From an optimization exercise on the open Yosys and OpenROAD flow, aimed at small area, a short achievable clock period and few clock cycles; shortcuts taken in it are not production practice. In this exercise RTL edits were held to simulation tests only and were not proved equivalent to the original.

// segment_convex_polygon_hit
module segment_convex_polygon_hit #(
	parameter int MAX_VERTICES = scph_pkg::MAX_VERTICES_DEF
) (
	input  logic                          clk,
	input  logic                          arst_n,
	input  logic                          req_valid,
	output logic                          req_stall,
	input  scph_pkg::req_t                req,
	output logic                          rsp_valid,
	input  logic                          rsp_stall,
	output scph_pkg::rsp_t                rsp,
	input  logic                          cfg_valid,
	output logic                          cfg_ready,
	input  logic [scph_pkg::CFG_BITS-1:0] cfg_data
);
	localparam int CB    = scph_pkg::COORD_BITS;
	localparam int WB    = CB + 1;           
	localparam int SB    = 2 * WB + 1;       
	localparam int UB    = CB + WB;          
	localparam int EB    = SB + 1;           
	localparam int DEPTH = 10;               
	function automatic logic [17:0] brow(input logic [16:0] x, input logic one, input logic two,
	                                     input logic neg);
		logic [17:0] m;
		case ({one, two})
			2'b10:   m = {x[16], x};
			2'b01:   m = {x, 1'b0};
			default: m = 18'd0;
		endcase
		if (neg) begin
			m = ~m;
		end
		brow = {~m[17], m[16:0]};
	endfunction
	function automatic logic [26:0] benc17(input logic [16:0] y);
		logic [18:0] w;
		w = {y[16], y, 1'b0};
		for (int k = 0; k < 9; k++) begin
			benc17[3*k]   = w[2*k+1] ^ w[2*k];
			benc17[3*k+1] = (w[2*k+2] & !w[2*k+1] & !w[2*k]) | (!w[2*k+2] & w[2*k+1] & w[2*k]);
			benc17[3*k+2] = w[2*k+2];
		end
	endfunction
	function automatic logic [23:0] benc16(input logic [15:0] y);
		logic [16:0] w;
		w = {y, 1'b0};
		for (int k = 0; k < 8; k++) begin
			benc16[3*k]   = w[2*k+1] ^ w[2*k];
			benc16[3*k+1] = (w[2*k+2] & !w[2*k+1] & !w[2*k]) | (!w[2*k+2] & w[2*k+1] & w[2*k]);
			benc16[3*k+2] = w[2*k+2];
		end
	endfunction
	function automatic logic cs_zero35(input logic [SB-2:0] x, input logic [SB-2:0] y);
		cs_zero35 = (x ^ y) == ((x | y) << 1);
	endfunction
	function automatic logic cs_zero33(input logic [UB-1:0] x, input logic [UB-1:0] y);
		cs_zero33 = (x ^ y) == ((x | y) << 1);
	endfunction
  ...
For scale: ~12000 cells after synthesis, roughly 2200 flip-flops, ~130000 sq um of cells after synthesis.
Settings: LEC_CHECK=0, CAP_MARGIN=20, CORE_MARGIN=2, CORE_UTILIZATION=55, CTS_CLUSTER_DIAMETER=90, CTS_CLUSTER_SIZE=24, PLACE_DENSITY=0.65, SETUP_SLACK_MARGIN=4.3, SLEW_MARGIN=20, TNS_END_PERCENT=0; clock period 7.5 ns.
run.sh (not shown) runs the stock make flow with config.mk's settings and CLKGATE_MAP_FILE= SYNTH_SCRIPT=/design/flow/synth_recipe.tcl, a recipe that flattens the netlist after the stock synthesis.
Testbench counts at the start, summed over its fixed seeds: cycles 21,114.
Edit:
- CORE_UTILIZATION: 55 -> 65
- PLACE_DENSITY: 0.65 -> 0.72
- SETUP_SLACK_MARGIN: 4.3 -> 4.2
- TNS_END_PERCENT: 0 -> 5
The new run finished clean.
Worst setup slack degrades by 0.12 ns.
Final cell count drops by 3.5%.
Final area drops by 0.49%.
Die area drops by 15%.
Count of clock-buffer cells in the layout drops by 9.
Synthesized area is unchanged.
Wire length drops by 3.0%.
Register-to-register slack degrades by 0.12 ns.
Edit:
- CORE_UTILIZATION: 65 -> 55
- PLACE_DENSITY: 0.72 -> 0.65
- SETUP_SLACK_MARGIN: 4.2 -> 4.0
Result: The changed run completed with no timing, DRC or antenna violations. Synthesized cell count is unchanged. Sequential cell count stays the same. Die area climbs by about a fifth. Final cell count climbs by a few percent. Routed wire length climbs slightly. Via count drops by a few percent.
Edit:
- SETUP_SLACK_MARGIN: 4.0 -> 4.5
After rerunning:
- The new run completed with no timing, DRC or antenna violations
- worst setup slack is better by 0.20 ns
- design area went up by 4.2%
- critical path depth grows by 5
- via count increases by 2.7%
- die area does not change
- synthesized area stays the same
- synthesized cell count does not change
- routed wire length goes up by 2.8%
- global-route usage is higher by 0.41 points

---

Setup of the baseline:
Starting RTL as in the previous note.
==> flow/design.v (excerpt) <==
module segment_convex_polygon_hit #(
	parameter int MAX_VERTICES = scph_pkg::MAX_VERTICES_DEF
) (
	input  logic                          clk,
	input  logic                          arst_n,
	input  logic                          req_valid,
	output logic                          req_stall,
	input  scph_pkg::req_t                req,
	output logic                          rsp_valid,
	input  logic                          rsp_stall,
	output scph_pkg::rsp_t                rsp,
	input  logic                          cfg_valid,
	output logic                          cfg_ready,
	input  logic [scph_pkg::CFG_BITS-1:0] cfg_data
);
export LEC_CHECK = 0
export CAP_MARGIN = 20
export CORE_MARGIN = 2
export CORE_UTILIZATION = 55
export CTS_CLUSTER_DIAMETER = 100
export CTS_CLUSTER_SIZE = 28
export PLACE_DENSITY = 0.65
export SETUP_SLACK_MARGIN = 4.2
export SLEW_MARGIN = 20
export TNS_END_PERCENT = 0
create_clock -name core_clock -period 7.5 [get_ports {clk}]
Looking at the reports, the baseline completed the entire flow and the layout it produced met the timing, design-rule and antenna checks.
Testbench counts of the baseline, summed over its fixed seeds: cycles 21,114.
Changes in the candidate relative to the baseline:
Settings: swapping 0 for 5 in TNS_END_PERCENT; swapping 28 for 24 in CTS_CLUSTER_SIZE; swapping 100 for 90 in CTS_CLUSTER_DIAMETER.
Notes after the runs:
Across both runs, critical path depth was lower for the candidate than for the baseline.
Per the comparison of the candidate with the baseline, mean number of vias per cell higher, final instance area higher.
Last element of the critical path: p_uE2[19]$_DFF_P_ -> the baseline, p_sA1[12]$_DFF_P_ -> the candidate
bA_yd[16]$_DFF_P_ as the startpoint of the worst setup timing path was reported by the candidate, and mdyd[10]$_DFFE_PP_ by the baseline.
Die span in y: the baseline vs the candidate identical

==> afterwards: timing with drivers on the ports <==
The results above use ideal ports. As a check the final layouts listed here were re-extracted and re-timed, cells and wires unchanged. Step 1 (the two cells are an assumption about what drives the block):
set clk [get_ports {clk}]
set_driving_cell -lib_cell sky130_fd_sc_hd__clkbuf_16 $clk
set_driving_cell -lib_cell sky130_fd_sc_hd__buf_2 [delete_from_list [all_inputs] $clk]
Step 2 times the ports against the registers' clock, not the clock port: input delays grow and output delays shrink by t, the midpoint of the rising clock arrivals with the driver on. Three values: no drivers, after step 1, after step 2; two values: the first two.
run | shift t [ns] | slack for setup (ns) | pins driven straight from the clock port
the first run of note 1 | 0.953 | 4.077 / 4.077 / 3.757 | 1
the second run of note 1 | 0.936 | 3.959 / 3.959 / 3.619 | 1
the third run of note 1 | 0.957 | 3.889 / 3.889 / 3.353 | 1
the fourth run of note 1 | 0.962 | 4.093 / 4.093 / 3.514 | 1
the baseline | 0.912 | 4.037 / 4.037 / 3.766 | 1
the candidate | 0.960 | 4.068 / 4.068 / 3.744 | 1
After both steps setup and hold are still met in every run listed. For the fourth run of note 1, which loses most, drivers alone change the setup slack by 0.000 ns; drivers and shift together by -0.579 ns.
